From an optimization exercise on the open Yosys and OpenROAD flow, aimed at small area and a short achievable clock period; shortcuts taken in it are not production practice. RTL that was checked went through simulation tests only; none was proved equivalent to the original. The RTL of runs 2 to 7 was laid out without a check of its function. Power is estimated from default activity; no workload was simulated.

==> flow/design.v <==
`timescale 1ns/100ps
`default_nettype none
package fc8_pkg;
    localparam logic [15:0] RAM_BASE  = 16'h0000;
    localparam logic [15:0] RAM_LIMIT = 16'h7FFF;
    localparam logic [15:0] SFR_BASE  = 16'h8000;
    localparam logic [15:0] SFR_LIMIT = 16'h80FF;
    localparam logic [7:0] OPEN_BUS_VALUE = 8'hFF;    
    localparam logic [7:0] SFR_INT_ENABLE     = 8'h00;
    localparam logic [7:0] SFR_INT_STATUS     = 8'h01;
    localparam logic [7:0] SFR_TIMER_CTRL     = 8'h02;
    localparam logic [7:0] SFR_GAMEPAD1       = 8'h03;
    localparam logic [7:0] SFR_GAMEPAD2       = 8'h04;
    localparam logic [7:0] SFR_GAMEPAD_STATUS = 8'h05;
    localparam logic [7:0] SFR_FRAME_COUNT    = 8'h06;
    localparam int INT_BIT_VBLANK = 0;
    localparam int INT_BIT_TIMER  = 1;
    localparam int TIMER_ENABLE_BIT = 7;
    localparam int PRESCALE_BASE = 4;
endpackage
`default_nettype wire
`timescale 1ns/100ps
`default_nettype none
module fc8_frame_timer #(
    parameter int FRAME_CYCLES = 1000
) (
    input  wire   master_clk,
    input  wire   master_rst_n,
    output logic  new_frame
);
    localparam int CNT_W = (FRAME_CYCLES > 1) ? $clog2(FRAME_CYCLES) : 1;
    logic [CNT_W-1:0] frame_cnt;
    logic             frame_end;
    assign frame_end = (frame_cnt == CNT_W'(FRAME_CYCLES - 1));
    always_ff @(posedge master_clk or negedge master_rst_n) begin
        if (!master_rst_n) begin
            frame_cnt <= '0;
            new_frame <= 1'b0;
        end else begin
            new_frame <= frame_end;      
            if (frame_end) begin
                frame_cnt <= '0;
            end else begin
                frame_cnt <= frame_cnt + 1'b1;
            end
        end
    end
endmodule
`default_nettype wire
`timescale 1ns/100ps
`default_nettype none
import fc8_pkg::*;
module fc8_interrupt_controller (
    input  wire         master_clk,
    input  wire         master_rst_n,
    input  wire         new_frame,
    input  wire [1:0]   int_enable,
    input  wire         timer_enable,
    input  logic [3:0]  timer_prescale,
    input  wire [1:0]   clear_pending,
    output logic [1:0]  pending,
    output logic        nmi_req,
    output logic        irq_req
);
    localparam int TIMER_W = PRESCALE_BASE + 2 ** $bits(timer_prescale) - 1;
    logic [TIMER_W-1:0] timer_cnt;
    logic [TIMER_W-1:0] period_last;
    logic [3:0]         prescale_q;      
    logic               timer_tick;
    logic [1:0]         event_set;
    assign period_last = (TIMER_W'(1) << (PRESCALE_BASE + timer_prescale)) - TIMER_W'(1);
    assign timer_tick  = timer_enable && (timer_prescale == prescale_q) &&
                         (timer_cnt == period_last);
    always_ff @(posedge master_clk or negedge master_rst_n) begin
        if (!master_rst_n) begin
            timer_cnt  <= '0;
            prescale_q <= '0;
        end else begin
            prescale_q <= timer_prescale;
            if (!timer_enable || timer_prescale != prescale_q || timer_tick) begin
                timer_cnt <= '0;     
            end else begin
                timer_cnt <= timer_cnt + 1'b1;
            end
        end
    end
    always_comb begin
        event_set                 = '0;
        event_set[INT_BIT_VBLANK] = new_frame;
        event_set[INT_BIT_TIMER]  = timer_tick;
    end
    always_ff @(posedge master_clk or negedge master_rst_n) begin
        if (!master_rst_n) begin
            pending <= '0;
        end else begin
            pending <= event_set | (pending & ~clear_pending);
        end
    end
    assign nmi_req = pending[INT_BIT_VBLANK] & int_enable[INT_BIT_VBLANK];
    assign irq_req = pending[INT_BIT_TIMER]  & int_enable[INT_BIT_TIMER];
endmodule
`default_nettype wire
`timescale 1ns/100ps
`default_nettype none
import fc8_pkg::*;
module fc8_sfr_block (
    input  wire          master_clk,
    input  wire          master_rst_n,
    input  logic [7:0]   sfr_offset,
    input  logic [7:0]   sfr_wdata,
    input  wire          sfr_wr,
    output logic [7:0]   sfr_value,      
    input  logic [7:0]   gamepad1_data,
    input  logic [7:0]   gamepad2_data,
    input  wire          gamepad1_connected,
    input  wire          gamepad2_connected,
    input  wire [1:0]    pending,
    input  wire          new_frame,
    output logic [1:0]   int_enable,
    output logic         timer_enable,
    output logic [3:0]   timer_prescale,
    output logic [1:0]   clear_pending
);
    logic [7:0] frame_count;
    always_comb begin
        clear_pending = '0;
        if (sfr_wr && sfr_offset == SFR_INT_STATUS) begin
            clear_pending[INT_BIT_VBLANK] = sfr_wdata[INT_BIT_VBLANK];
            clear_pending[INT_BIT_TIMER]  = sfr_wdata[INT_BIT_TIMER];
        end
    end
    always_ff @(posedge master_clk or negedge master_rst_n) begin
        if (!master_rst_n) begin
            int_enable     <= '0;
            timer_enable   <= 1'b0;
            timer_prescale <= '0;
        end else if (sfr_wr) begin
            case (sfr_offset)
                SFR_INT_ENABLE: begin
                    int_enable[INT_BIT_VBLANK] <= sfr_wdata[INT_BIT_VBLANK];
                    int_enable[INT_BIT_TIMER]  <= sfr_wdata[INT_BIT_TIMER];
                end
                SFR_TIMER_CTRL: begin
                    timer_enable   <= sfr_wdata[TIMER_ENABLE_BIT];
                    timer_prescale <= sfr_wdata[$bits(timer_prescale)-1:0];
                end
                default: ;   
            endcase
        end
    end
    always_ff @(posedge master_clk or negedge master_rst_n) begin
        if (!master_rst_n) begin
            frame_count <= '0;
        end else if (new_frame) begin
            frame_count <= frame_count + 1'b1;
        end
    end
    always_comb begin
        sfr_value = '0;
        case (sfr_offset)
            SFR_INT_ENABLE:     sfr_value[1:0] = int_enable;
            SFR_INT_STATUS:     sfr_value[1:0] = pending;
            SFR_TIMER_CTRL: begin
                sfr_value[TIMER_ENABLE_BIT]          = timer_enable;
                sfr_value[$bits(timer_prescale)-1:0] = timer_prescale;
            end
            SFR_GAMEPAD1:       sfr_value = gamepad1_connected ? gamepad1_data : '0;
            SFR_GAMEPAD2:       sfr_value = gamepad2_connected ? gamepad2_data : '0;
            SFR_GAMEPAD_STATUS: sfr_value[1:0] = {gamepad2_connected, gamepad1_connected};
            SFR_FRAME_COUNT:    sfr_value = frame_count;
            default:            sfr_value = '0;
        endcase
    end
endmodule
`default_nettype wire
`timescale 1ns/100ps
`default_nettype none
module fc8_ram (
    input  wire          master_clk,
    input  logic [15:0]  lo_q,
    input  logic [15:0]  hi_q,
    input  logic [7:0]   d_q,
    input  wire          wr_q,
    output logic [7:0]   ram_rdata
);
    logic [7:0] grp [16];    
    for (genvar h = 0; h < 16; h++) begin : g_row
        logic [7:0] col_or [17];
        assign col_or[0] = '0;
        for (genvar l = 0; l < 16; l++) begin : g_col
            logic [7:0] mem;
            always_ff @(posedge master_clk) begin
                if (wr_q & hi_q[h] & lo_q[l]) mem <= d_q;
            end
            assign col_or[l+1] = col_or[l] | (mem & {8{lo_q[l]}});
        end
        assign grp[h] = col_or[16];
    end
    always_comb begin
        ram_rdata = '0;
        for (int h = 0; h < 16; h++) ram_rdata = ram_rdata | (grp[h] & {8{hi_q[h]}});
    end
endmodule
`default_nettype wire
`timescale 1ns/100ps
`default_nettype none
import fc8_pkg::*;
module fc8_mmu (
    input  wire          master_clk,
    input  wire          master_rst_n,
    input  logic [15:0]  addr,
    input  logic [7:0]   wdata,
    input  wire          rd_en,
    input  wire          wr_en,
    output logic [7:0]   rdata,
    output logic [7:0]   sfr_offset,
    output logic         sfr_wr,
    input  logic [7:0]   sfr_value,
    output logic [15:0]  lo_q,           
    output logic [15:0]  hi_q,           
    output logic [7:0]   d_q,            
    output logic         wr_q,           
    input  logic [7:0]   ram_rdata       
);
    logic in_ram;
    logic in_sfr;
    logic rd_q;          
    logic ram_src_q;     
    assign in_ram     = ~addr[15];
    assign in_sfr     = (addr[15:8] == 8'h80);
    assign sfr_offset = addr[7:0];
    assign sfr_wr     = wr_en & in_sfr;
    always_ff @(posedge master_clk) begin
        lo_q      <= 16'd1 << addr[3:0];
        hi_q      <= 16'd1 << addr[7:4];
        wr_q      <= wr_en & in_ram;
        ram_src_q <= in_ram;
        d_q       <= wr_en ? wdata : (in_sfr ? sfr_value : OPEN_BUS_VALUE);
    end
    always_ff @(posedge master_clk or negedge master_rst_n) begin
        if (!master_rst_n) begin
            rd_q  <= 1'b0;
            rdata <= '0;
        end else begin
            rd_q <= rd_en;
            if (rd_q) rdata <= ram_src_q ? ram_rdata : d_q;
        end
    end
endmodule
`default_nettype wire
`timescale 1ns/100ps
`default_nettype none
import fc8_pkg::*;
module fc8_system #(
    parameter int FRAME_CYCLES = 1000
) (
    input  wire    master_clk,
    input  wire    master_rst_n,
    input  logic [15:0]  addr,
    input  logic [7:0]  wdata,
    input  wire    rd_en,
    input  wire    wr_en,
    output logic [7:0]  rdata,
    input  logic [7:0]  gamepad1_data,
    input  logic [7:0]  gamepad2_data,
    input  wire    gamepad1_connected,
    input  wire    gamepad2_connected,
    output logic   nmi_req,
    output logic   irq_req
);
    logic [15:0]           lo_q;
    logic [15:0]           hi_q;
    logic [7:0]            d_q;
    logic                  wr_q;
    logic [7:0]            ram_rdata;
    logic [7:0]            sfr_offset;
    logic [7:0]            sfr_value;
    logic                  sfr_wr;
    logic [1:0]            int_enable;
    logic                  timer_enable;
    logic [3:0]            timer_prescale;
    logic [1:0]            clear_pending;
    logic [1:0]            pending;
    logic                  new_frame;
    fc8_mmu u_mmu (
        .master_clk, .master_rst_n,
        .addr, .wdata, .rd_en, .wr_en, .rdata,
        .sfr_offset, .sfr_wr, .sfr_value,
        .lo_q, .hi_q, .d_q, .wr_q, .ram_rdata
    );
    fc8_ram u_ram (
        .master_clk,
        .lo_q, .hi_q, .d_q, .wr_q, .ram_rdata
    );
    fc8_sfr_block u_sfr_block (
        .master_clk, .master_rst_n,
        .sfr_offset, .sfr_wdata(wdata), .sfr_wr, .sfr_value,
        .gamepad1_data, .gamepad2_data, .gamepad1_connected, .gamepad2_connected,
        .pending, .new_frame,
        .int_enable, .timer_enable, .timer_prescale, .clear_pending
    );
    fc8_interrupt_controller u_interrupt_controller (
        .master_clk, .master_rst_n,
        .new_frame, .int_enable, .timer_enable, .timer_prescale, .clear_pending,
        .pending, .nmi_req, .irq_req
    );
    fc8_frame_timer #(.FRAME_CYCLES(FRAME_CYCLES)) u_frame_timer (
        .master_clk, .master_rst_n,
        .new_frame
    );
endmodule
`default_nettype wire
==> flow/run.sh <==
#!/bin/bash
# synth_recipe.tcl (not shown) runs the flow's synth.tcl, then flattens the netlist and writes it again
# the make line also repeats each setting of config.mk as NAME=value (left out here)
make -C /OpenROAD-flow-scripts/flow DESIGN_CONFIG=/design/flow/config.mk WORK_HOME=/design/flow/orfs CLKGATE_MAP_FILE= SYNTH_SCRIPT=/design/flow/synth_recipe.tcl finish
==> flow/config.mk <==
export PLATFORM = sky130hd
export DESIGN_NAME = fc8_system
export DESIGN_NICKNAME = fc8_system
export VERILOG_FILES = /design/flow/design.v
export SDC_FILE = /design/flow/constraint.sdc
export NUM_CORES = 4
export LEC_CHECK = 0
export CAP_MARGIN = 20
export CORE_MARGIN = 2
export CORE_UTILIZATION = 40
export SLEW_MARGIN = 20
==> flow/constraint.sdc <==
create_clock -name core_clock -period 4.0 [get_ports {master_clk}]
set_input_delay 0.8000 -clock core_clock [delete_from_list [all_inputs] [get_ports {master_clk}]]
set_output_delay 0.8000 -clock core_clock [all_outputs]
set_load 0.01 [all_outputs]
==> flow_summary.yaml, run 1 <==
worst_setup_path:
  cp_common_cell: "ha_1"
  cp_cell_sequence: "ha_1, or4b_4, or2_1, ha_1, nor3_1, a22oi_1, o22ai_1, xor2_1, or4_4, o41ai_4, buf_12, nor2_1"
  startpoint_type: "flip-flop"
  worst_ep_required_time_ns: 4.70
  critical_path.max_stage_delay_ns: 0.53
  cp-end-kind: "flip-flop"
  rrSetupSlack_ns: 0.18
  path_class: "reg -> reg"
  cp.arrival_ns: 4.53
  worst-path-max-fanout: 19
  crit_slowest_cell: "or4b_4"
cts:
  clock_path_buffers: 3
  cts.clk_slew.worst_paths_ns: 0.06
  post-cts-setup-buffer-count: 0
  cts.repair.resized: 0
  insertion_delay_ns: 0.87
  htreeDepth: 4
  postCtsHoldBufs: 0
  clockRootBuffer: "clkbuf_16"
  cts_tree: "built"
  cts_buffers: 209
  cts.sink_count: 2150
yosys:
  syn-num-nets: 4429
  synth_commonest_cells: "2048 x edfxtp_1, 490 x a221oi_1, 490 x a22o_1"
  syn_area_um2: 79400
  avgSynthCellArea_um2: 18.1
  synth-seq-area-share_pct: 80.4
  post-synth-top-area-fraction_pct: 77.4
  synth_cell_type_count: 56
  ys_seq_elements: 2150
  synth-edff-count: 2048
  synth_ff_type: "edfxtp_1"
  synth_largest_area_cell: "edfxtp_1"
  yosysMostFrequentCell: "edfxtp_1"
  ys_warn_count: 22
  async_reset_ff_share_pct: 2.79
  synth.area.top_cells: "edfxtp_1 77%, a221oi_1 5.4%, a22o_1 5.4%"
  syn_inst: 4378
place:
  dp.cells: 6915
  port_buffers: 55
  place_congestion: 0.847
  placed_area_um2: 84100
  dp_slack_ns: 0.229
  hpwl_um: 137000
floorplan:
  dieArea_um2: 202000
  dieWidth_um: 450
  start_util_pct: 40.2
  die_y_um: 450
  rows: 163
  ios: 56
  core_area_um2: 197000
run:
  timing.max_cap.violations: 0
outcome:
  outcome: "complete, no violations"
power_and_ir_drop:
  peakVddDrop_uv: 462
  p_per_area_nw_per_um2: 502
  p_leak_nw: 32.0
finish:
  nNetsFinal: 4537
  final_cells: 7307
  multi_input_area_um2: 14200
  final_cell_area_um2: 90900
  regArea_um2: 63900
  fillers: 16700
  area_growth_pct: 14.4
  drive_gt1_share_pct: 11.4
sta:
  rsz0062_at_grt: "false"
  slew_violations: 0
  clock.fmax_ghz: 0.262
  tns_ns: 0
  skew_ns: 0.0586
  tightest_slew_ns: 1.20
  max_slew_margin_pct: 20.1
  worst_slack_ns: 0.179
  holdWs_ns: 0.105
  setup_viol: 0
  period_needed_ns: 3.82
  hold_violations: 0
  timing.final.crit_share_pct: 95.5
route:
  vias: 45700
  wl_per_cell_um: 31.2
  via_per_inst: 6.25
  drt_iter0_drc: 6480
  drt_pass1_iterations: 7
  drc: 0
  ant_nets: 0
  routed_wl_um: 228000
global_routing:
  track_usage_pct: 22.1
  antenna_found_initial: 9
  grt_first_pass_wirelength_um: 329000
  grt_pass1_vias: 44500
  grt_overflow: 0
  grt_start_max_net_pins: 104
min_path:
  hold_path_class: "in -> async"
==> placed cells by master (no fill, tap or decap), types with 27 or more instances in the layout <==
| master | n |
|---|---|
| a221oi_1 | 490 |
| a22o_1 | 490 |
| a22oi_1 | 100 |
| and3_1 | 260 |
| buf_12 | 49 |
| buf_4 | 140 |
| clkbuf_1 | 46 |
| clkbuf_16 | 211 |
| clkdlybuf4s50_1 | 54 |
| clkinv_1 | 48 |
| clkinv_2 | 40 |
| dfrtp_1 | 60 |
| edfxtp_1 | 2048 |
| nand2_1 | 46 |
| nand3_1 | 28 |
| nand4_1 | 156 |
| nor2_1 | 74 |
| o21ai_0 | 27 |
==> sequential cells by signal, indices dropped and copies added, names as in the netlist <==
name and flops:
u_frame_timer.frame_cnt 10, u_frame_timer.new_frame 1, u_interrupt_controller.pending 2, u_interrupt_controller.prescale_q 4
u_interrupt_controller.timer_cnt 19, u_mmu.d_q 8, u_mmu.hi_q 16, u_mmu.lo_q 16
u_mmu.ram_src_q 1, u_mmu.rd_q 1, u_mmu.rdata 8, u_mmu.wr_q 1
u_ram.g_row.g_col.mem 2048, u_sfr_block.frame_count 8, u_sfr_block.int_enable 2, u_sfr_block.timer_enable 1
u_sfr_block.timer_prescale 4
==> through the flow <==
step	power [W]	utilization [%]
2_1_floorplan	0.0258	-
3_3_place_gp	0.0266	42.6
3_5_place_dp	0.0267	42.6
4_1_cts	0.0458	46.0
5_1_grt	0.0467	46.0
6_report	0.0457	46.0
==> per-layer routing <==
| metal | global-route usage [%] | up-vias | routed length (um) |
|---|---|---|---|
| met5 | 0 | - | 10 |
| met4 | 6.63 | 2 | 6420 |
| met3 | 3.89 | 331 | 20300 |
| met2 | 34.6 | 2514 | 107000 |
| met1 | 31.6 | 23900 | 94700 |
| li1 | - | 18900 | - |
==> path summary, 6_finish.rpt <==
check | from | to | depth (start not counted)
min reg2reg | u_frame_timer.frame_cnt[0] | u_frame_timer.frame_cnt[0] | 1
max in group asynchronous | master_rst_n | u_mmu.rdata[3] | 1
min | master_rst_n | u_interrupt_controller.timer_cnt[14] | 1
max | u_sfr_block.timer_prescale[2] | u_interrupt_controller.timer_cnt[12] | 12
max reg2reg | u_sfr_block.timer_prescale[2] | u_interrupt_controller.timer_cnt[12] | 12
min in group core_clock | u_frame_timer.frame_cnt[0] | u_frame_timer.frame_cnt[0] | 1
==> critical path: cells and delay by family (launching register included) <==
family,cells,cell delay [ns]
buffers and inverters,1,0.19
adder cells (fa/ha/maj),2,0.64
flip-flops,1,0.38
XOR/XNOR,1,0.09
AO/OA/AOI/OAI,3,0.71
AND/OR/NAND/NOR,5,1.66
==> cell families after synthesis <==
| group | count (synthesis) | synth area share (%) |
|---|---|---|
| AO/OA/AOI/OAI | 1167 | 12.5 |
| adder cells (fa/ha/maj) | 5 | 0.0788 |
| flip-flops | 2150 | 80.4 |
| XOR/XNOR | 44 | 0.485 |
| buffers and inverters | 355 | 1.71 |
| multiplexers | 19 | 0.265 |
| AND/OR/NAND/NOR | 638 | 4.62 |
==> where the power goes <==
| part | switching [W] | internal [W] | leakage, nW |
|---|---|---|---|
| clock | 0.00861 | 0.0109 | 3.29 |
| combinational | 0.000893 | 0.000352 | 6.40 |
| sequential | 0.000268 | 0.0247 | 22.3 |
==> cell type report <==
type | instances | area share (%)
Multi-Input combinational cell | 1873 | 15.7
Tap cell | 2640 | 3.63
Clock buffer | 264 | 6.11
Antenna cell | 2 | 0.00551
Inverter | 8 | 0.0330
Clock inverter | 126 | 1.36
Timing Repair Buffer | 244 | 2.84
Sequential cell | 2150 | 70.4
==> run 2, diff against run 1 <==
--- a/flow/design.v
+++ b/flow/design.v
@@ -56,6 +56,8 @@
     input  wire         new_frame,
     input  wire [1:0]   int_enable,
+    input  wire [1:0]   int_enable_nxt,   
     input  wire         timer_enable,
     input  logic [3:0]  timer_prescale,
+    input  wire         prescale_chg,    
     input  wire [1:0]   clear_pending,
     output logic [1:0]  pending,
@@ -65,18 +67,15 @@
     localparam int TIMER_W = PRESCALE_BASE + 2 ** $bits(timer_prescale) - 1;
     logic [TIMER_W-1:0] timer_cnt;
-    logic [TIMER_W-1:0] period_last;
-    logic [3:0]         prescale_q;      
+    logic [TIMER_W-1:0] low_mask;        
     logic               timer_tick;
     logic [1:0]         event_set;
-    assign period_last = (TIMER_W'(1) << (PRESCALE_BASE + timer_prescale)) - TIMER_W'(1);
-    assign timer_tick  = timer_enable && (timer_prescale == prescale_q) &&
-                         (timer_cnt == period_last);
+    logic [1:0]         pending_nxt;
+    assign low_mask   = ~({TIMER_W{1'b1}} << (PRESCALE_BASE + timer_prescale));
+    assign timer_tick = timer_enable && !prescale_chg && (&(timer_cnt | ~low_mask));
     always_ff @(posedge master_clk or negedge master_rst_n) begin
         if (!master_rst_n) begin
-            timer_cnt  <= '0;
-            prescale_q <= '0;
+            timer_cnt <= '0;
         end else begin
-            prescale_q <= timer_prescale;
-            if (!timer_enable || timer_prescale != prescale_q || timer_tick) begin
+            if (!timer_enable || prescale_chg || timer_tick) begin
                 timer_cnt <= '0;     
             end else begin
@@ -90,13 +89,16 @@
         event_set[INT_BIT_TIMER]  = timer_tick;
     end
+    assign pending_nxt = event_set | (pending & ~clear_pending);
     always_ff @(posedge master_clk or negedge master_rst_n) begin
         if (!master_rst_n) begin
             pending <= '0;
+            nmi_req <= 1'b0;
+            irq_req <= 1'b0;
         end else begin
-            pending <= event_set | (pending & ~clear_pending);
+            pending <= pending_nxt;
+            nmi_req <= pending_nxt[INT_BIT_VBLANK] & int_enable_nxt[INT_BIT_VBLANK];
+            irq_req <= pending_nxt[INT_BIT_TIMER]  & int_enable_nxt[INT_BIT_TIMER];
         end
     end
-    assign nmi_req = pending[INT_BIT_VBLANK] & int_enable[INT_BIT_VBLANK];
-    assign irq_req = pending[INT_BIT_TIMER]  & int_enable[INT_BIT_TIMER];
 endmodule
 `default_nettype wire
@@ -118,5 +120,7 @@
     input  wire          new_frame,
     output logic [1:0]   int_enable,
+    output logic [1:0]   int_enable_nxt,
     output logic         timer_enable,
+    output logic         prescale_chg,
     output logic [3:0]   timer_prescale,
     output logic [1:0]   clear_pending
@@ -130,4 +134,22 @@
         end
     end
+    logic ie_wr;
+    logic tc_wr;
+    assign ie_wr = sfr_wr && sfr_offset == SFR_INT_ENABLE;
+    assign tc_wr = sfr_wr && sfr_offset == SFR_TIMER_CTRL;
+    always_comb begin
+        int_enable_nxt = int_enable;
+        if (ie_wr) begin
+            int_enable_nxt[INT_BIT_VBLANK] = sfr_wdata[INT_BIT_VBLANK];
+            int_enable_nxt[INT_BIT_TIMER]  = sfr_wdata[INT_BIT_TIMER];
+        end
+    end
+    always_ff @(posedge master_clk or negedge master_rst_n) begin
+        if (!master_rst_n) begin
+            prescale_chg <= 1'b0;
+        end else begin
+            prescale_chg <= tc_wr && (sfr_wdata[$bits(timer_prescale)-1:0] != timer_prescale);
+        end
+    end
     always_ff @(posedge master_clk or negedge master_rst_n) begin
         if (!master_rst_n) begin
@@ -278,4 +300,6 @@
     logic                  sfr_wr;
     logic [1:0]            int_enable;
+    logic [1:0]            int_enable_nxt;
+    logic                  prescale_chg;
     logic                  timer_enable;
     logic [3:0]            timer_prescale;
@@ -298,9 +322,11 @@
         .gamepad1_data, .gamepad2_data, .gamepad1_connected, .gamepad2_connected,
         .pending, .new_frame,
-        .int_enable, .timer_enable, .timer_prescale, .clear_pending
+        .int_enable, .int_enable_nxt, .timer_enable, .prescale_chg, .timer_prescale,
+        .clear_pending
     );
     fc8_interrupt_controller u_interrupt_controller (
         .master_clk, .master_rst_n,
-        .new_frame, .int_enable, .timer_enable, .timer_prescale, .clear_pending,
+        .new_frame, .int_enable, .int_enable_nxt, .timer_enable, .timer_prescale,
+        .prescale_chg, .clear_pending,
         .pending, .nmi_req, .irq_req
     );
==> run 2 against run 1 <==
  * Via count down 1.6%
  * Register-to-register slack improved by 0.22 ns
  * Worst hold slack got worse by 0.017 ns
  * Critical path depth fell by 3
  * Sequential share of layout area is 0.30 points higher
==> flow_summary.yaml, run 2 <==
sta:
  tightest_slew_ns: 1.23
  clock.fmax_ghz: 0.277
  worst_slack_ns: 0.394
  setup_viol: 0
  period_needed_ns: 3.61
  hold_violations: 0
  max_slew_margin_pct: 18.2
  timing.final.crit_share_pct: 90.2
  skew_ns: 0.0587
  slew_violations: 0
  rsz0062_at_grt: "false"
global_routing:
  grt_overflow: 0
  grt_start_max_net_pins: 129
  antenna_found_initial: 3
  track_usage_pct: 21.5
  grt_first_pass_wirelength_um: 319000
  grt_pass1_vias: 43500
yosys:
  synth_largest_area_cell: "edfxtp_1"
  synth-seq-area-share_pct: 80.4
  syn_area_um2: 79400
  synth_ff_type: "edfxtp_1"
  synth.area.top_cells: "edfxtp_1 77%, a22o_1 5.0%, a221oi_1 4.9%"
  async_reset_ff_share_pct: 2.75
  syn-num-nets: 4379
  ys_seq_elements: 2149
  ys_warn_count: 22
  avgSynthCellArea_um2: 18.3
  synth-edff-count: 2048
  synth_cell_type_count: 53
  yosysMostFrequentCell: "edfxtp_1"
  syn_inst: 4327
  synth_commonest_cells: "2048 x edfxtp_1, 449 x a22o_1, 448 x a221oi_1"
  post-synth-top-area-fraction_pct: 77.5
finish:
  largest_reg_flops: 2048
  final_cell_area_um2: 90500
  final_cells: 7287
  fillers: 16500
  drive_gt1_share_pct: 11.7
  top_regs: "u_ram.g_row.g_col.mem (2048), u_interrupt_controller.timer_cnt (19)"
  area_growth_pct: 14.0
  nNetsFinal: 4518
  regMostFlops: "u_ram.g_row.g_col.mem"
  layout_commonest_cell: "edfxtp_1"
  layout_common_cells: "2048 x edfxtp_1, 449 x a22o_1, 448 x a221oi_1"
  post-route-util_pct: 45.9
cts:
  cts.repair.resized: 0
  cts_buffers: 211
  clockRootBuffer: "clkbuf_16"
  clock_path_buffers: 3
  cts_tree: "built"
  postCtsHoldBufs: 0
  insertion_delay_ns: 0.86
  post-cts-setup-buffer-count: 0
  cts.sink_count: 2149
  cts.clk_slew.worst_paths_ns: 0.06
  htreeDepth: 4
place:
  placed_area_um2: 83600
  place_congestion: 0.843
  dp.cells: 6893
  hpwl_um: 135000
  dp_slack_ns: 0.481
  port_buffers: 55
power_and_ir_drop:
  peakVddDrop_uv: 477
  p_leak_nw: 31.9
  p_sw_share_pct: 21.0
  pwr-share-comb_pct: 2.7
  p_int_w: 0.0361
  p_per_area_nw_per_um2: 505
  p_seq_share_pct: 54.5
  p_switching_w: 0.00960
  p_clk_share_pct: 42.8
floorplan:
  dieWidth_um: 449
  start_util_pct: 40.2
  rows: 163
  core_area_um2: 197000
  ios: 56
  die_y_um: 449
  dieArea_um2: 202000
route:
  drt_pass1_iterations: 8
  via_per_inst: 6.17
  wl_per_cell_um: 30.6
  vias: 45000
  drt_iter0_drc: 5639
  routed_wl_um: 223000
  drc: 0
  ant_nets: 0
worst_setup_path:
  path_class: "reg -> reg"
  worstReg2RegStart: "u_mmu.lo_q[2]"
  cp_cell_sequence: "buf_4, a22o_1, a221oi_1, nand4_1, a22oi_1, nand4_1, a2111oi_0, buf_4, a21oi_1"
  cp-end-kind: "flip-flop"
  critical-path-top-delay-family: "compound AO/OA/AOI/OAI gates"
  crit_slowest_cell: "a22oi_1"
  critical_path.max_stage_delay_ns: 0.54
  worst_ep_required_time_ns: 4.70
  startpoint_type: "flip-flop"
  path_buf_inv: 2
  cp.arrival_ns: 4.31
  worst-path-max-fanout: 22
  cp-startpoint: "u_mmu.lo_q[2]"
min_path:
  hold_path_class: "in -> async"
run:
  timing.max_cap.violations: 0
outcome:
  outcome: "complete, no violations"
==> run 2: changes by cell type in the layout (fill, tap and decap cells not counted), moves of 6 or more <==
cell and change:
a221oi_1 -42, a2111oi_0 +7, clkinvlp_4 -6, o21ai_0 +11
nor3_1 -6, a22oi_1 +68, nand4_1 -14, buf_4 +28
buf_12 -12, clkbuf_8 +6, nand3_1 +28, a21oi_1 -10
a22o_1 -41
==> run 2: logic make-up (layout without fill, tap and decap cells) <==
group / after synthesis / in the layout / synth area share, %
AOI/OAI and AO/OA: 1153 / 1153 / 12.2
xor gates and xnor gates: 35 / 35 / 0.386
adders and majority gates: 6 / 6 / 0.0946
buffers and inverters: 344 / 661 / 2.18
DFF: 2149 / 2149 / 80.4
muxes: 15 / 15 / 0.211
other: 0 / 3 / 0
and+or+nand+nor: 625 / 625 / 4.52
==> run 2: metal layers <==
metal  vias up  wire, um  global-route usage, %
li1      18700         -                      -
met5         -         0                      0
met2      2413    107000                   34.8
met1     23500     89800                   29.7
met3       361     18700                   3.13
met4         0      7400                   7.40
==> run 2: final cells by class <==
type                       instances  area (um^2)  area share [%]
clock buffer                     277         5760            6.37
multi-input combinational       1834        13800            15.3
antenna                            3         7.51         0.00830
inverter                          10         37.5          0.0415
tap                             2640         3300            3.65
clock inverter                   114         1050            1.16
timing repair buffer             260         2550            2.82
sequential                      2149        63900            70.7
==> run 2: path summary, 6_finish.rpt <==
| check | endpoint | slack (ns) | depth (start not counted) |
|---|---|---|---|
| worst max-delay path | u_mmu.rdata[5] | 0.39 | 9 |
| worst min-delay path | u_sfr_block.frame_count[4] | 0.09 | 1 |
| worst max register to register | u_mmu.rdata[5] | 0.39 | 9 |
| worst min register to register | u_frame_timer.frame_cnt[9] | 0.48 | 1 |
| max in group asynchronous | u_interrupt_controller.timer_cnt[12] | 2.98 | 2 |
| min in group core_clock | u_frame_timer.frame_cnt[9] | 0.48 | 1 |
==> run 2: power groups by stage <==
stage / clock (W) / combinational (W) / sequential (W)
4_1_cts: 0.0197 / 0.00124 / 0.0249
3_3_place_gp: 0 / 0.00123 / 0.0254
2_1_floorplan: 0 / 0.000478 / 0.0254
3_5_place_dp: 0 / 0.00124 / 0.0254
5_1_grt: 0.0206 / 0.00130 / 0.0249
6_report: 0.0196 / 0.00124 / 0.0249
==> run 2: metrics by stage <==
stage / hold slack, ns / total power (W) / setup TNS, ns
floorplan: 0.436 / 0.0259 / -64.85
global placement: 0.453 / 0.0266 / 0
detailed placement: 0.462 / 0.0266 / 0
CTS: 0.0413 / 0.0459 / 0
global route: 0.121 / 0.0468 / 0
finish: 0.0881 / 0.0457 / 0
==> run 3, diff against run 2 <==
--- a/flow/config.mk
+++ b/flow/config.mk
@@ -8,4 +8,4 @@
 export CAP_MARGIN = 20
 export CORE_MARGIN = 2
-export CORE_UTILIZATION = 40
+export CORE_UTILIZATION = 65
 export SLEW_MARGIN = 20
==> run 3 against run 2 <==
  * Critical endpoint is now u_mmu.rdata[4]
  * Area after synthesis is the same
  * Clock power is essentially flat
  * Flip-flop and latch count is the same
  * Utilization grew 27 points
  * Die area shrank 38%
  * Global-route usage grew 12 points
  * Worst hold slack lost 0.00081 ns
  * Total power shrank 0.72%
==> flow_summary.yaml, run 3 <==
cts:
  postCtsHoldBufs: 0
  cts.clk_slew.worst_paths_ns: 0.06
  cts_buffers: 203
  post-cts-setup-buffer-count: 0
  cts.sink_count: 2149
  insertion_delay_ns: 0.84
  clockRootBuffer: "clkbuf_16"
  htreeDepth: 4
  cts.repair.resized: 0
  cts_tree: "built"
  clock_path_buffers: 3
worst_setup_path:
  worst-path-max-fanout: 46
  r2r_cells: 8
  cp_common_cell: "nand4_1"
  cp_cell_sequence: "a22o_1, a221oi_1, nand4_1, a22oi_1, nand4_1, a2111oi_0, buf_4, a21oi_1"
  rrSetupSlack_ns: 0.37
  critical_path.max_stage_delay_ns: 0.67
  worstReg2RegStart: "u_mmu.lo_q[0]"
  worst_ep_required_time_ns: 4.69
  r2r-end: "u_mmu.rdata[4]"
  cp-end-kind: "flip-flop"
  crit_slowest_cell: "a2111oi_0"
  cp.arrival_ns: 4.32
  path_class: "reg -> reg"
  startpoint_type: "flip-flop"
finish:
  largest_reg_flops: 2048
  layout_common_cells: "2048 x edfxtp_1, 449 x a22o_1, 448 x a221oi_1"
  diodes: 0
  top_regs: "u_ram.g_row.g_col.mem (2048), u_interrupt_controller.timer_cnt (19)"
  layout_commonest_cell: "edfxtp_1"
  regMostFlops: "u_ram.g_row.g_col.mem"
  post-route-util_pct: 73.1
  nNetsFinal: 4465
  final_cell_area_um2: 88800
  drive_gt1_share_pct: 10.7
  fillers: 7292
  area_growth_pct: 11.9
global_routing:
  antenna_found_initial: 1
  track_usage_pct: 33.9
  grt_first_pass_wirelength_um: 306000
  grt_overflow: 0
  grt_start_max_net_pins: 89
  grt_pass1_vias: 43300
yosys:
  syn_area_um2: 79400
  synth.area.top_cells: "edfxtp_1 77%, a22o_1 5.0%, a221oi_1 4.9%"
  post-synth-top-area-fraction_pct: 77.5
  syn-num-nets: 4379
  syn_inst: 4327
  synth-edff-count: 2048
  avgSynthCellArea_um2: 18.3
  ys_warn_count: 22
  synth_ff_type: "edfxtp_1"
  yosysMostFrequentCell: "edfxtp_1"
  synth_largest_area_cell: "edfxtp_1"
  synth_commonest_cells: "2048 x edfxtp_1, 449 x a22o_1, 448 x a221oi_1"
  async_reset_ff_share_pct: 2.75
  synth-seq-area-share_pct: 80.4
  synth_cell_type_count: 53
  ys_seq_elements: 2149
power_and_ir_drop:
  p_per_area_nw_per_um2: 511
  p_clk_share_pct: 42.5
  p_seq_share_pct: 54.9
  peakVddDrop_uv: 502
  p_int_w: 0.0362
  p_leak_nw: 31.6
  pwr-share-comb_pct: 2.6
  p_switching_w: 0.00920
  p_sw_share_pct: 20.3
floorplan:
  dieWidth_um: 353
  dieArea_um2: 125000
  die_y_um: 353
  rows: 128
  core_area_um2: 122000
  start_util_pct: 65.3
  ios: 56
route:
  routed_wl_um: 211000
  wl_per_cell_um: 34.0
  drt_pass1_iterations: 8
  ant_nets: 0
  via_per_inst: 7.21
  drt_iter0_drc: 6627
  drc: 0
  vias: 44800
sta:
  period_needed_ns: 3.63
  hold_violations: 0
  tns_ns: 0
  tightest_slew_ns: 1.13
  clock.fmax_ghz: 0.276
  max_slew_margin_pct: 24.4
  slew_violations: 0
  timing.final.crit_share_pct: 90.7
  rsz0062_at_grt: "false"
  holdWs_ns: 0.0873
  skew_ns: 0.0271
  setup_viol: 0
run:
  timing.max_cap.violations: 0
place:
  port_buffers: 55
  place_congestion: 0.869
  placed_area_um2: 82100
  hpwl_um: 125000
outcome:
  outcome: "complete, no violations"
min_path:
  hold_path_class: "in -> async"
-- run 3: kinds of logic (layout without fill, tap and decap cells) --
logic type      after synthesis  after routing  synth area share (%)
fa+ha+maj                     6              6                0.0946
simple gates                625            625                  4.52
compound gates             1153           1153                  12.2
flops                      2149           2149                  80.4
mux                          15             15                 0.211
xor+xnor                     35             35                 0.386
buf+inv                     344            606                  2.18
-- run 3: power by group through the flow --
stage / clock network [W] / registers, W / logic [W]
global route: 0.0202 / 0.0249 / 0.00123
finish: 0.0193 / 0.0249 / 0.00118
global placement: 0 / 0.0254 / 0.00115
CTS: 0.0194 / 0.0249 / 0.00116
detailed placement: 0 / 0.0254 / 0.00116
floorplan: 0 / 0.0254 / 0.000478
-- run 3: area by class of cell --
type	instances	area [um^2]	area share (%)
multi-input combinational	1834	13800	15.6
inverter	10	37.5	0.0423
clock buffer	279	5640	6.35
timing repair buffer	215	2310	2.60
tap	1625	2030	2.29
clock inverter	102	1040	1.17
sequential	2149	63900	72.0
-- run 3: stage by stage --
step	worst slack (ns)	total power, W	instances
after detailed placement	0.541	0.0266	5833
after CTS	0.520	0.0455	6214
after global placement	0.565	0.0266	5833
after floorplan	-0.253	0.0259	4327
after global routing	0.326	0.0464	6214
final	0.372	0.0454	6214
-- run 3: layer usage --
layer / up-vias / routed length [um] / part of all wire, % / track usage [%]
met1: 23200 / 83600 / 40 / 50.1
met5: - / 13 / 0.0062 / 0
met3: 344 / 22000 / 10 / 6.87
met4: 2 / 5990 / 2.8 / 10.1
met2: 2719 / 99700 / 47 / 52.1
li1: 18600 / - / - / -
-- run 3: worst max-delay path: cells and delay by family (launching register included) --
family | cells | cell delay (ns)
flops | 1 | 0.61
compound gates | 5 | 1.98
buf+inv | 1 | 0.22
simple gates | 2 | 0.62
-- run 3: worst max path at each step --
| stage | from | to | slack, ns | depth (start not counted) |
|---|---|---|---|---|
| final | u_mmu.lo_q[0] | u_mmu.rdata[4] | 0.37 | 8 |
| after detailed placement | u_mmu.lo_q[0] | u_mmu.rdata[4] | 0.54 | 9 |
| after CTS | u_mmu.lo_q[5] | u_mmu.rdata[4] | 0.52 | 10 |
| after global placement | u_mmu.lo_q[0] | u_mmu.rdata[0] | 0.57 | 9 |
| after global routing | u_mmu.lo_q[0] | u_mmu.rdata[4] | 0.33 | 9 |
| after floorplan | u_mmu.d_q[6] | u_ram.g_row[0].g_col[0].mem[6] | -0.25 | 0 |
==> run 4, diff against run 3 <==
--- a/flow/config.mk
+++ b/flow/config.mk
@@ -6,4 +6,5 @@
 export NUM_CORES = 4
 export LEC_CHECK = 0
+export ABC_CLOCK_PERIOD_IN_PS = 1800
 export CAP_MARGIN = 20
 export CORE_MARGIN = 2
==> run 4 against run 3 <==
  * Count of clock-buffer cells in the layout stayed put
  * Clock skew did not move
  * Largest cell class unchanged
  * Area after synthesis unchanged
  * Clock power hardly changed
  * Combinational power hardly changed
  * Still clean on timing, DRC and antenna
  * Via count stayed put
  * Highest routed layer unchanged
  * Global-route usage unchanged
  * Sequential share of layout area did not move
  * Flip-flop and latch count is the same
  * Wire length did not move
  * Worst setup slack unchanged
  * Final area did not move
==> flow_summary.yaml, run 4 <==
outcome:
  outcome: "complete, no violations"
power_and_ir_drop:
  power.total_w: 0.0454
  p_leak_nw: 31.6
  peakVddDrop_uv: 502
  p_per_area_nw_per_um2: 511
worst_setup_path:
  cp-end-kind: "flip-flop"
  path_class: "reg -> reg"
  worst_ep_required_time_ns: 4.69
  startpoint_type: "flip-flop"
  worst-path-max-fanout: 46
  cp.arrival_ns: 4.32
cts:
  clockRootBuffer: "clkbuf_16"
  cts_buffers: 203
  cts.clk_slew.worst_paths_ns: 0.06
  clock_path_buffers: 3
  htreeDepth: 4
  cts_tree: "built"
  insertion_delay_ns: 0.84
  post-cts-setup-buffer-count: 0
  cts.sink_count: 2149
  cts.repair.resized: 0
  postCtsHoldBufs: 0
finish:
  diodes: 0
  final_cells: 6214
  top_regs: "u_ram.g_row.g_col.mem (2048), u_interrupt_controller.timer_cnt (19)"
  layout_common_cells: "2048 x edfxtp_1, 449 x a22o_1, 448 x a221oi_1"
  nNetsFinal: 4465
  regMostFlops: "u_ram.g_row.g_col.mem"
  area_growth_pct: 11.9
  largest_reg_flops: 2048
  drive_gt1_share_pct: 10.7
  layout_commonest_cell: "edfxtp_1"
sta:
  max_slew_margin_pct: 24.4
  tightest_slew_ns: 1.13
  skew_ns: 0.0271
  holdWs_ns: 0.0873
  setup_viol: 0
  timing.final.crit_share_pct: 90.7
  slew_violations: 0
  hold_violations: 0
  clock.fmax_ghz: 0.276
  period_needed_ns: 3.63
  rsz0062_at_grt: "false"
yosys:
  synth-seq-area-share_pct: 80.4
  synth_ff_type: "edfxtp_1"
  syn_inst: 4327
  syn-num-nets: 4379
  ys_warn_count: 22
  ys_seq_elements: 2149
  avgSynthCellArea_um2: 18.3
  yosysMostFrequentCell: "edfxtp_1"
  synth_largest_area_cell: "edfxtp_1"
  synth_cell_type_count: 53
  synth_commonest_cells: "2048 x edfxtp_1, 449 x a22o_1, 448 x a221oi_1"
  synth-edff-count: 2048
  post-synth-top-area-fraction_pct: 77.5
  synth.area.top_cells: "edfxtp_1 77%, a22o_1 5.0%, a221oi_1 4.9%"
  async_reset_ff_share_pct: 2.75
  syn_area_um2: 79400
floorplan:
  dieArea_um2: 125000
  die_y_um: 353
  dieWidth_um: 353
  start_util_pct: 65.3
  ios: 56
  core_area_um2: 122000
  rows: 128
place:
  port_buffers: 55
  hpwl_um: 125000
  place_congestion: 0.869
  dp.cells: 5833
route:
  vias: 44800
  drt_iter0_drc: 6627
  routed_wl_um: 211000
  drt_pass1_iterations: 8
  drc: 0
  wl_per_cell_um: 34.0
  via_per_inst: 7.21
  ant_nets: 0
min_path:
  hold_path_class: "in -> async"
global_routing:
  track_usage_pct: 33.9
  antenna_found_initial: 1
  grt_first_pass_wirelength_um: 306000
  grt_start_max_net_pins: 89
  grt_pass1_vias: 43300
  grt_overflow: 0
run:
  timing.max_cap.violations: 0
-- run 4: cell counts after synthesis --
Identical to the previous run, type by type.
-- run 4: worst paths after layout --
path | from | to | slack (ns) | cells after the start
min | master_rst_n | u_interrupt_controller.nmi_req | 0.09 | 1
max | u_mmu.lo_q[0] | u_mmu.rdata[4] | 0.37 | 8
max reg2reg | u_mmu.lo_q[0] | u_mmu.rdata[4] | 0.37 | 8
min in group core_clock | u_sfr_block.frame_count[7] | u_sfr_block.frame_count[7] | 0.48 | 1
max in group asynchronous | master_rst_n | u_mmu.rdata[0] | 3.28 | 1
min reg2reg | u_sfr_block.frame_count[7] | u_sfr_block.frame_count[7] | 0.48 | 1
-- run 4: report_power, final --
part | leakage, nW | internal, W | switching [W]
Clock | 3.27 | 0.0112 | 0.00809
Combinational | 6.09 | 0.000343 | 0.000839
Sequential | 22.2 | 0.0247 | 0.000263
-- run 4: final cells by class --
class                           instances  area (um^2)
Clock buffer                          279         5640
Timing Repair Buffer                  215         2310
Fill cell                            7292        32800
Tap cell                             1625         2030
Sequential cell                      2149        63900
Inverter                               10         37.5
Clock inverter                        102         1040
Multi-Input combinational cell       1834        13800
-- run 4: per-layer routing --
metal	vias to the layer above	share of wire [%]	global-route usage [%]	routed length (um)
met5	-	0.0062	0	13
met4	2	2.8	10.1	5990
met3	344	10	6.87	22000
met2	2719	47	52.1	99700
met1	23200	40	50.1	83600
li1	18600	-	-	-
-- run 4: kinds of logic (layout without fill, tap and decap cells) --
family	Yosys count	count (layout)	share of synthesized area (%)
xor gates and xnor gates	35	35	0.386
buffers and inverters	344	606	2.18
adders and majority gates	6	6	0.0946
AOI/OAI and AO/OA	1153	1153	12.2
muxes	15	15	0.211
and+or+nand+nor	625	625	4.52
DFF	2149	2149	80.4
-- run 4: metrics by stage --
stage	instance area, um^2	TNS [ns]	setup slack, ns	utilization, %
after floorplan	79400	-64.85	-0.253	-
after global placement	82100	0	0.565	67.6
after detailed placement	82100	0	0.541	67.6
after CTS	88800	0	0.520	73.1
after global routing	88800	0	0.326	73.1
final	88800	0	0.372	73.1
-- run 4: critical path, stage by stage (launching register included) --
cell	delay [ns]
dfxtp_4	0.61
a22o_1	0.34
a221oi_1	0.43
nand4_1	0.30
a22oi_1	0.48
nand4_1	0.32
a2111oi_0	0.67
buf_4	0.22
a21oi_1	0.06
==> run 5, diff against run 4 <==
--- a/flow/config.mk
+++ b/flow/config.mk
@@ -6,7 +6,7 @@
 export NUM_CORES = 4
 export LEC_CHECK = 0
-export ABC_CLOCK_PERIOD_IN_PS = 1800
 export CAP_MARGIN = 20
 export CORE_MARGIN = 2
 export CORE_UTILIZATION = 65
+export SETUP_SLACK_MARGIN = 2.2
 export SLEW_MARGIN = 20
==> run 5 against run 4 <==
  * Utilization increased by 3.3 points
  * First-iteration DRC count increased by 19%
  * Via count increased by 5.7%
  * Global-route usage increased by 3.8 points
  * Clock power decreased by 4%
  * Clock skew increased by 0.0082 ns
  * Area after synthesis unchanged
  * Highest routed layer unchanged
==> flow_summary.yaml, run 5 <==
worst_setup_path:
  path_class: "reg -> reg"
  r2r-end: "u_mmu.rdata[6]"
  rrSetupSlack_ns: 1.06
  worst-path-max-fanout: 12
  cp.arrival_ns: 3.61
  r2r_cells: 10
  startpoint_type: "flip-flop"
  worstReg2RegStart: "u_mmu.lo_q[12]"
  cp-end-kind: "flip-flop"
  worst_ep_required_time_ns: 4.67
sta:
  timing.final.crit_share_pct: 73.4
  setup_viol: 0
  max_slew_margin_pct: 7.87
  hold_violations: 0
  tightest_slew_ns: 1.37
  tns_ns: 0
  rsz0062_at_grt: "true"
  slew_violations: 0
  period_needed_ns: 2.94
  clock.fmax_ghz: 0.341
  skew_ns: 0.0354
route:
  ant_nets: 0
  wl_per_cell_um: 37.6
  drt_pass1_iterations: 6
  drc: 0
  vias: 47400
  routed_wl_um: 240000
  via_per_inst: 7.42
  drt_iter0_drc: 7859
yosys:
  synth-seq-area-share_pct: 80.4
  synth-edff-count: 2048
  synth.area.top_cells: "edfxtp_1 77%, a22o_1 5.0%, a221oi_1 4.9%"
  post-synth-top-area-fraction_pct: 77.5
  syn_inst: 4327
  yosysMostFrequentCell: "edfxtp_1"
  synth_ff_type: "edfxtp_1"
  avgSynthCellArea_um2: 18.3
  synth_cell_type_count: 53
  syn-num-nets: 4379
  ys_warn_count: 22
  async_reset_ff_share_pct: 2.75
  synth_commonest_cells: "2048 x edfxtp_1, 449 x a22o_1, 448 x a221oi_1"
  ys_seq_elements: 2149
  syn_area_um2: 79400
  synth_largest_area_cell: "edfxtp_1"
cts:
  clockRootBuffer: "clkbuf_16"
  htreeDepth: 4
  insertion_delay_ns: 0.84
  cts_tree: "built"
  cts_buffers: 203
  cts.clk_slew.worst_paths_ns: 0.07
  cts.sink_count: 2149
  postCtsHoldBufs: 0
  clock_path_buffers: 3
floorplan:
  dieArea_um2: 125000
  die_y_um: 353
  start_util_pct: 65.3
  rows: 128
  core_area_um2: 122000
  dieWidth_um: 353
  ios: 56
power_and_ir_drop:
  p_leak_nw: 33.0
  p_per_area_nw_per_um2: 485
  power.total_w: 0.0450
  peakVddDrop_uv: 445
finish:
  regMostFlops: "u_ram.g_row.g_col.mem"
  largest_reg_flops: 2048
  post-route-util_pct: 76.4
  layout_common_cells: "2048 x edfxtp_1, 449 x a22o_1, 339 x a221oi_1"
  fillers: 6701
  top_regs: "u_ram.g_row.g_col.mem (2048), u_interrupt_controller.timer_cnt (19)"
  layout_commonest_cell: "edfxtp_1"
  drive_gt1_share_pct: 22.4
  nNetsFinal: 4634
  area_growth_pct: 17.0
global_routing:
  track_usage_pct: 37.7
  grt_first_pass_wirelength_um: 333000
  grt_pass1_vias: 44500
  grt_start_max_net_pins: 102
  grt_overflow: 0
  antenna_found_initial: 11
outcome:
  outcome: "complete, no violations"
place:
  port_buffers: 55
  place_congestion: 0.874
  hpwl_um: 125000
run:
  timing.max_cap.violations: 0
min_path:
  hold_path_class: "in -> async"
run 5: cell counts after synthesis:
No cell type changed its count.
run 5: critical path, stage by stage, from the launching register on:
cell and delay (ns):
dfxtp_4 0.42, buf_4 0.17, buf_16 0.17, a22o_1 0.23, a221oi_1 0.25, nand4_1 0.29
a22oi_2 0.28, nand4_1 0.30, a2111oi_2 0.42, buf_4 0.17, a21oi_2 0.04
run 5: kinds of logic (layout without fill, tap and decap cells):
family | Yosys count | in the layout | synth area share, %
buffers and inverters | 344 | 767 | 2.18
XOR/XNOR | 35 | 35 | 0.386
AND/OR/NAND/NOR | 625 | 628 | 4.52
adder cells (fa/ha/maj) | 6 | 6 | 0.0946
other | 0 | 6 | 0
AO/OA/AOI/OAI | 1153 | 1153 | 12.2
multiplexers | 15 | 15 | 0.211
flip-flops | 2149 | 2149 | 80.4
run 5: metrics by stage:
step	std cells	hold WS, ns	setup WS (ns)	instance area [um^2]
floorplan	4327	0.436	1.51	79400
global placement	5827	0.458	0.633	82000
detailed placement	5827	0.481	0.535	82000
CTS	6347	0.113	1.23	91900
global route	6378	0.175	0.991	92800
finish	6384	0.109	1.06	92800
run 5: per-layer routing:
layer / wire, um / global-route usage, %
met1: 90200 / 55.2
met2: 110000 / 56.7
met3: 30900 / 9.15
met4: 9240 / 13.0
met5: 96 / 0
run 5: cell type report:
cell class,instances,area [um^2],area share (%)
Sequential cell,2149,63900,68.9
Clock inverter,104,767,0.826
Antenna cell,6,15.0,0.0162
Clock buffer,272,5590,6.02
Inverter,10,40.0,0.0431
Timing Repair Buffer,381,4910,5.29
Multi-Input combinational cell,1837,15500,16.7
Tap cell,1625,2030,2.19
run 5: worst max-delay path by stage:
stage / endpoint / cells past startpoint / slack (ns) / start
after floorplan: u_ram.g_row[0].g_col[0].mem[6] / 0 / 1.51 / u_mmu.d_q[6]
after global placement: u_sfr_block.timer_prescale[0] / 7 / 0.63 / addr[5]
after detailed placement: u_mmu.rdata[4] / 9 / 0.53 / u_mmu.lo_q[5]
after CTS: u_mmu.rdata[4] / 11 / 1.23 / u_mmu.lo_q[7]
after global routing: u_mmu.rdata[4] / 10 / 0.99 / u_mmu.lo_q[8]
final: u_mmu.rdata[6] / 10 / 1.06 / u_mmu.lo_q[12]
run 5: timing repair:
action                                  in CTS  in global routing
gates resized for setup                    521                132
endpoints found under the setup margin    2169                870
gates cloned                                14                  3
pin swaps                                  100                 68
buffers inserted                           130                 28
run 5: power by group:
part / switching (W) / total (W) / internal [W]
sequential: 0.000184 / 0.0249 / 0.0247
clock: 0.00817 / 0.0186 / 0.0104
combinational: 0.00109 / 0.00159 / 0.000499
==> run 6, diff against run 5 <==
--- a/flow/design.v
+++ b/flow/design.v
@@ -200,11 +200,14 @@
 module fc8_ram (
     input  wire          master_clk,
-    input  logic [15:0]  lo_q,
-    input  logic [15:0]  hi_q,
-    input  logic [7:0]   d_q,
-    input  wire          wr_q,
+    input  logic [7:0]   ram_addr,
+    input  logic [7:0]   ram_wdata,
+    input  wire          ram_wr,
     output logic [7:0]   ram_rdata
 );
-    logic [7:0] grp [16];    
+    logic [15:0] lo;         
+    logic [15:0] hi;         
+    logic [7:0]  grp [16];   
+    assign lo = 16'd1 << ram_addr[3:0];
+    assign hi = 16'd1 << ram_addr[7:4];
     for (genvar h = 0; h < 16; h++) begin : g_row
         logic [7:0] col_or [17];
@@ -213,7 +216,7 @@
             logic [7:0] mem;
             always_ff @(posedge master_clk) begin
-                if (wr_q & hi_q[h] & lo_q[l]) mem <= d_q;
+                if (ram_wr & hi[h] & lo[l]) mem <= ram_wdata;
             end
-            assign col_or[l+1] = col_or[l] | (mem & {8{lo_q[l]}});
+            assign col_or[l+1] = col_or[l] | (mem & {8{lo[l]}});
         end
         assign grp[h] = col_or[16];
@@ -221,5 +224,5 @@
     always_comb begin
         ram_rdata = '0;
-        for (int h = 0; h < 16; h++) ram_rdata = ram_rdata | (grp[h] & {8{hi_q[h]}});
+        for (int h = 0; h < 16; h++) ram_rdata = ram_rdata | (grp[h] & {8{hi[h]}});
     end
 endmodule
@@ -239,8 +242,6 @@
     output logic         sfr_wr,
     input  logic [7:0]   sfr_value,
-    output logic [15:0]  lo_q,           
-    output logic [15:0]  hi_q,           
-    output logic [7:0]   d_q,            
-    output logic         wr_q,           
+    output logic [7:0]   ram_addr,
+    output logic         ram_wr,
     input  logic [7:0]   ram_rdata       
 );
@@ -248,15 +249,13 @@
     logic in_sfr;
     logic rd_q;          
-    logic ram_src_q;     
+    logic [7:0] d_q;     
     assign in_ram     = ~addr[15];
     assign in_sfr     = (addr[15:8] == 8'h80);
     assign sfr_offset = addr[7:0];
     assign sfr_wr     = wr_en & in_sfr;
+    assign ram_addr   = addr[7:0];
+    assign ram_wr     = wr_en & in_ram;
     always_ff @(posedge master_clk) begin
-        lo_q      <= 16'd1 << addr[3:0];
-        hi_q      <= 16'd1 << addr[7:4];
-        wr_q      <= wr_en & in_ram;
-        ram_src_q <= in_ram;
-        d_q       <= wr_en ? wdata : (in_sfr ? sfr_value : OPEN_BUS_VALUE);
+        d_q <= in_ram ? ram_rdata : (in_sfr ? sfr_value : OPEN_BUS_VALUE);
     end
     always_ff @(posedge master_clk or negedge master_rst_n) begin
@@ -266,5 +265,5 @@
         end else begin
             rd_q <= rd_en;
-            if (rd_q) rdata <= ram_src_q ? ram_rdata : d_q;
+            if (rd_q) rdata <= d_q;
         end
     end
@@ -291,8 +290,6 @@
     output logic   irq_req
 );
-    logic [15:0]           lo_q;
-    logic [15:0]           hi_q;
-    logic [7:0]            d_q;
-    logic                  wr_q;
+    logic [7:0]            ram_addr;
+    logic                  ram_wr;
     logic [7:0]            ram_rdata;
     logic [7:0]            sfr_offset;
@@ -311,9 +308,9 @@
         .addr, .wdata, .rd_en, .wr_en, .rdata,
         .sfr_offset, .sfr_wr, .sfr_value,
-        .lo_q, .hi_q, .d_q, .wr_q, .ram_rdata
+        .ram_addr, .ram_wr, .ram_rdata
     );
     fc8_ram u_ram (
         .master_clk,
-        .lo_q, .hi_q, .d_q, .wr_q, .ram_rdata
+        .ram_addr, .ram_wdata(wdata), .ram_wr, .ram_rdata
     );
     fc8_sfr_block u_sfr_block (
--- a/flow/config.mk
+++ b/flow/config.mk
@@ -9,4 +9,3 @@
 export CORE_MARGIN = 2
 export CORE_UTILIZATION = 65
-export SETUP_SLACK_MARGIN = 2.2
 export SLEW_MARGIN = 20
==> run 6 against run 5 <==
  * Final area up 2.2%
  * Combinational power up 72%
  * Area after synthesis up 0.86%
  * Non-clock buffer count up 451
  * Wire length up 27%
  * Global-route usage up 11 points
  * Critical path type is now in -> reg
  * Critical endpoint is now u_mmu.d_q[2]
==> flow_summary.yaml, run 6 <==
worst_setup_path:
  worstReg2RegStart: "u_ram.g_row[6].g_col[1].mem[2]"
  cp.arrival_ns: 4.56
  worst_ep_required_time_ns: 4.70
  startpoint_type: "input port"
  cp-end-kind: "flip-flop"
  worst-path-max-fanout: 32
  cp-startpoint: "addr[1]"
  path_class: "in -> reg"
sta:
  setup_viol: 0
  tightest_slew_ns: 1.33
  worst_slack_ns: 0.148
  rsz0062_at_grt: "false"
  clock.fmax_ghz: 0.260
  timing.final.crit_share_pct: 96.3
  period_needed_ns: 3.85
  hold_violations: 0
  slew_violations: 0
  tns_ns: 0
  skew_ns: 0.0447
  max_slew_margin_pct: 10.9
min_path:
  hold_path_class: "in -> reg"
  worstHoldStart: "rd_en"
yosys:
  post-synth-top-area-fraction_pct: 76.8
  ys_warn_count: 22
  synth.area.top_cells: "edfxtp_1 77%, a22oi_1 6.3%, dfrtp_1 1.8%"
  async_reset_ff_share_pct: 2.79
  yosysMostFrequentCell: "edfxtp_1"
  synth-edff-count: 2048
  avgSynthCellArea_um2: 17.1
  synth_ff_type: "edfxtp_1"
  ys_seq_elements: 2115
  synth_cell_type_count: 85
  synth_largest_area_cell: "edfxtp_1"
  syn-num-nets: 4730
  syn_inst: 4678
  synth_commonest_cells: "2048 x edfxtp_1, 668 x a22oi_1, 357 x nor2_1"
  syn_area_um2: 80100
  synth-seq-area-share_pct: 78.9
power_and_ir_drop:
  p_leak_nw: 31.3
  p_per_area_nw_per_um2: 486
  power.total_w: 0.0461
  peakVddDrop_uv: 497
cts:
  insertion_delay_ns: 0.87
  clock_path_buffers: 3
  clockRootBuffer: "clkbuf_16"
  cts.sink_count: 2115
  cts.clk_slew.worst_paths_ns: 0.06
  cts_buffers: 201
  cts_tree: "built"
  post-cts-setup-buffer-count: 0
  cts.repair.resized: 0
  htreeDepth: 4
finish:
  area_growth_pct: 18.5
  drive_gt1_share_pct: 22.2
  layout_common_cells: "2048 x edfxtp_1, 700 x buf_4, 668 x a22oi_1"
  fillers: 6953
  largest_reg_flops: 2048
  top_regs: "u_ram.g_row.g_col.mem (2048), u_interrupt_controller.timer_cnt (19), u_frame_timer.frame_cnt (10)"
  layout_commonest_cell: "edfxtp_1"
  regMostFlops: "u_ram.g_row.g_col.mem"
  nNetsFinal: 5460
route:
  via_per_inst: 7.66
  drt_iter0_drc: 12600
  ant_nets: 0
  drc: 0
  drt_pass1_iterations: 9
  wl_per_cell_um: 42.2
  routed_wl_um: 305000
  vias: 55300
global_routing:
  track_usage_pct: 48.6
  antenna_found_initial: 27
  grt_overflow: 0
  grt_start_max_net_pins: 126
  grt_first_pass_wirelength_um: 412000
  grt_pass1_vias: 51400
place:
  port_buffers: 55
  hpwl_um: 199000
  dp_slack_ns: -0.322
  place_congestion: 1.04
floorplan:
  dieArea_um2: 126000
  die_y_um: 355
  rows: 128
  ios: 56
  dieWidth_um: 355
  start_util_pct: 65.6
  core_area_um2: 122000
outcome:
  outcome: "complete, no violations"
run:
  timing.max_cap.violations: 0
## run 6: routing by layer
layer / track usage (%) / up-vias / wire, um
li1: - / 20800 / -
met1: 65.2 / 27200 / 99100
met2: 67.1 / 6089 / 127000
met3: 18.6 / 1253 / 54500
met4: 31.0 / 26 / 24000
met5: 0 / - / 160
## run 6: repair_timing
item	4_1_cts	5_1_grt
endpoints found under the setup margin	0	0
hold buffers	1	0
endpoints found under the hold margin	23	0
## run 6: logic make-up (layout without fill, tap and decap cells)
kind of cell / count (synthesis) / in the layout / share of synthesized area [%]
flops: 2115 / 2115 / 78.9
compound gates: 1248 / 1248 / 12.0
other cells: 0 / 19 / 0
simple gates: 810 / 810 / 4.84
buf+inv: 325 / 1224 / 1.82
mux: 139 / 139 / 2.04
fa+ha+maj: 6 / 6 / 0.0938
xor+xnor: 35 / 35 / 0.383
## run 6: power breakdown
| group | switching (W) | internal (W) |
|---|---|---|
| logic | 0.00195 | 0.000789 |
| registers | 0.0000812 | 0.0244 |
| clock network | 0.00830 | 0.0106 |
| total | 0.0103 | 0.0357 |
## run 6: cell type report
| cell class | count | area, um^2 | area share (%) |
|---|---|---|---|
| timing repair buffer | 832 | 7370 | 7.77 |
| sequential | 2115 | 63100 | 66.6 |
| multi-input combinational | 2238 | 15700 | 16.6 |
| clock inverter | 110 | 1070 | 1.13 |
| clock buffer | 262 | 5380 | 5.68 |
| tap | 1625 | 2030 | 2.14 |
| inverter | 20 | 75.1 | 0.0791 |
| antenna | 19 | 47.5 | 0.0501 |
## run 6: per-stage QoR
| step | utilization (%) | hold WS [ns] | cells | cell area, um^2 |
|---|---|---|---|---|
| after global placement | 72.4 | 0.458 | 6829 | 88300 |
| after detailed placement | 72.4 | 0.478 | 6829 | 88300 |
| after floorplan | - | 0.436 | 4678 | 80100 |
| final | 77.7 | 0.409 | 7221 | 94800 |
| after global routing | 77.7 | 0.427 | 7203 | 94800 |
| after CTS | 77.7 | 0.394 | 7202 | 94800 |
## run 6: worst max-delay path: stages
cell and delay, ns:
buf_6 0.32, nor4b_2 0.17, buf_12 0.20, buf_4 0.21, a22oi_1 0.50, o2111ai_1 0.22, o21ai_0 0.85, o2111ai_1 0.71
nor4_1 0.39, a21oi_1 0.11
## run 6: final timing paths
check	endpoint	slack, ns	cells after the start
hold reg to reg	u_frame_timer.frame_cnt[9]	0.49	1
min in group asynchronous	u_frame_timer.frame_cnt[9]	0.48	2
max in group asynchronous	u_mmu.rd_q	2.62	3
setup reg to reg	u_mmu.d_q[2]	0.72	6
setup / recovery	u_mmu.d_q[2]	0.15	10
hold / removal	u_mmu.rd_q	0.41	1
==> run 7, diff against run 6 <==
--- a/flow/config.mk
+++ b/flow/config.mk
@@ -9,3 +9,4 @@
 export CORE_MARGIN = 2
 export CORE_UTILIZATION = 65
+export SETUP_SLACK_MARGIN = 1.8
 export SLEW_MARGIN = 20
==> run 7 against run 6 <==
  * Critical endpoint is now u_mmu.d_q[1]
  * Worst setup slack improved by 0.97 ns
  * Count of clock-buffer cells in the layout decreased by 4
  * First-iteration DRC count increased by 9.7%
  * Highest routed layer unchanged
==> flow_summary.yaml, run 7 <==
min_path:
  hold_path_class: "in -> async"
yosys:
  synth-xor-area-share_pct: 0.383
  synthAdderAreaFrac_pct: 0.0938
  synth_cell_type_count: 85
  synth.area.mux_share_pct: 2.04
  syn_area_um2: 80100
  synth-edff-count: 2048
  synth_compound_area_share_pct: 12.0
  synth-seq-area-share_pct: 78.9
  synth_commonest_cells: "2048 x edfxtp_1, 668 x a22oi_1, 357 x nor2_1"
  post-synth-top-area-fraction_pct: 76.8
  ys_warn_count: 22
  syn-num-nets: 4730
  ys_seq_elements: 2115
  synth_top_family_by_area: "compound AO/OA/AOI/OAI gates"
  async_reset_ff_share_pct: 2.79
  synth_ff_type: "edfxtp_1"
  syn_inst: 4678
  yosysMostFrequentCell: "edfxtp_1"
  avgSynthCellArea_um2: 17.1
  synth.area.top_cells: "edfxtp_1 77%, a22oi_1 6.3%, dfrtp_1 1.8%"
  synth_largest_area_cell: "edfxtp_1"
  synthSimpleGateAreaFrac_pct: 4.84
sta:
  max_slew_margin_pct: 26.7
  holdWs_ns: 0.392
  setup_viol: 0
  clock.fmax_ghz: 0.347
  tightest_slew_ns: 1.09
  worst_slack_ns: 1.12
  skew_ns: 0.0343
  rsz0062_at_grt: "true"
  period_needed_ns: 2.88
  timing.final.crit_share_pct: 72.1
  hold_violations: 0
  slew_violations: 0
global_routing:
  grt_overflow: 0
  antenna_found_initial: 34
  grt_pass1_vias: 51200
  grt_start_max_net_pins: 121
  grt_first_pass_wirelength_um: 425000
  track_usage_pct: 50.3
route:
  ant_nets: 0
  vias: 57500
  drt_pass1_iterations: 9
  via_per_inst: 7.88
  wl_per_cell_um: 44.8
  drc: 0
  routed_wl_um: 327000
  drt_iter0_drc: 13800
place:
  hpwl_um: 193000
  dp.cells: 6477
  dp_slack_ns: -0.456
  port_buffers: 55
  place_congestion: 1.02
floorplan:
  start_util_pct: 65.6
  die_y_um: 355
  rows: 128
  dieWidth_um: 355
  dieArea_um2: 126000
  ios: 56
  core_area_um2: 122000
finish:
  regMostFlops: "u_ram.g_row.g_col.mem"
  top_regs: "u_ram.g_row.g_col.mem (2048), u_interrupt_controller.timer_cnt (19), u_frame_timer.frame_cnt (10)"
  fillers: 5838
  drive_gt1_share_pct: 31.3
  multi_input_area_um2: 19000
  regArea_um2: 63100
  nNetsFinal: 5529
  layout_common_cells: "2048 x edfxtp_1, 647 x a22oi_1, 519 x buf_4"
  final_cells: 7290
  post-route-util_pct: 83.4
  largest_reg_flops: 2048
  layout_commonest_cell: "edfxtp_1"
  area_growth_pct: 27.1
cts:
  cts.clk_slew.worst_paths_ns: 0.06
  cts_tree: "built"
  clock_path_buffers: 3
  clockRootBuffer: "clkbuf_16"
  cts_buffers: 201
  insertion_delay_ns: 0.87
  cts.sink_count: 2115
  htreeDepth: 4
worst_setup_path:
  path_class: "in -> reg"
  crit_slowest_cell: "a222oi_1"
  cp.arrival_ns: 3.63
  r2r-end: "u_mmu.d_q[1]"
  cp_cell_sequence: "buf_16, buf_16, buf_4, and3b_4, a222oi_1, nand3_1, o31ai_4, buf_6, o221ai_2, a2111oi_2, buf_4, a31oi_1"
  cp-startpoint: "addr[0]"
  rrSetupSlack_ns: 1.17
  r2r_cells: 9
  worst_ep_required_time_ns: 4.75
  worstSetupEndpoint: "u_mmu.d_q[1]"
  startpoint_type: "input port"
  critical_path.max_stage_delay_ns: 0.54
  cp-end-kind: "flip-flop"
  worstReg2RegStart: "u_ram.g_row[1].g_col[9].mem[1]"
  worst-path-max-fanout: 9
power_and_ir_drop:
  p_leak_nw: 33.0
  power.total_w: 0.0470
  peakVddDrop_uv: 575
  p_per_area_nw_per_um2: 462
run:
  timing.max_cap.violations: 0
outcome:
  outcome: "complete, no violations"
==> run 7: kinds of logic (layout without fill, tap and decap cells) <==
logic type	after synthesis	after routing
muxes	139	139
xor gates and xnor gates	35	35
AOI/OAI and AO/OA	1248	1248
and+or+nand+nor	810	813
DFF	2115	2115
buffers and inverters	325	1291
other	0	18
adders and majority gates	6	6
==> run 7: final cells by class <==
cell class              count  share of cell area (%)
inverters                  20                  0.0775
repair buffers            898                    10.7
clock buffers             258                    5.27
clock inverters           115                    1.20
flip-flops and latches   2115                    62.0
multi-input cells        2241                    18.7
well taps                1625                    2.00
diodes                     18                  0.0443
==> run 7: repair_timing <==
| action | CTS | global route |
|---|---|---|
| pin swaps | 148 | 162 |
| hold buffers | 0 | 1 |
| setup endpoints to repair | 2070 | 1627 |
| gates resized for setup | 229 | 104 |
| gates cloned | 16 | 8 |
| endpoints found under the hold margin | 0 | 13 |
| setup buffers | 217 | 179 |
==> run 7: metal layers <==
layer	global-route usage (%)	vias up	part of all wire, %
li1	-	20900	-
met1	65.7	27800	30
met2	69.2	6869	41
met3	20.7	1774	19
met4	34.9	58	9.8
met5	1.58	-	0.18
==> run 7: report_power, final <==
group | internal, W | switching [W] | leakage (nW)
logic | 0.000992 | 0.00223 | 10.6
clock network | 0.0109 | 0.00842 | 3.21
registers | 0.0244 | 0.0000767 | 19.2
total | 0.0362 | 0.0107 | 33.0
==> run 7: worst min path at each step <==
stage | startpoint | end | slack (ns) | depth (start not counted)
after floorplan | u_frame_timer.frame_cnt[9] | u_frame_timer.frame_cnt[9] | 0.44 | 1
after global placement | u_frame_timer.frame_cnt[9] | u_frame_timer.frame_cnt[9] | 0.45 | 1
after detailed placement | u_frame_timer.frame_cnt[0] | u_frame_timer.frame_cnt[0] | 0.48 | 1
after CTS | master_rst_n | u_sfr_block.timer_prescale[1] | 0.12 | 1
after global routing | rd_en | u_mmu.rd_q | 0.41 | 1
final | master_rst_n | u_interrupt_controller.timer_cnt[18] | 0.39 | 2
==> run 7: metrics by stage <==
step,setup TNS (ns),cell area [um^2]
global route,0,102000
global placement,-0.952,88100
detailed placement,-1.02,88100
CTS,0,98500
floorplan,0,83500
finish,0,102000
==> run 7: worst max-delay path, delay by kind of cell <==
| family | cells | cell delay, ns |
|---|---|---|
| compound gates | 5 | 1.45 |
| buf+inv | 5 | 0.84 |
| simple gates | 2 | 0.50 |
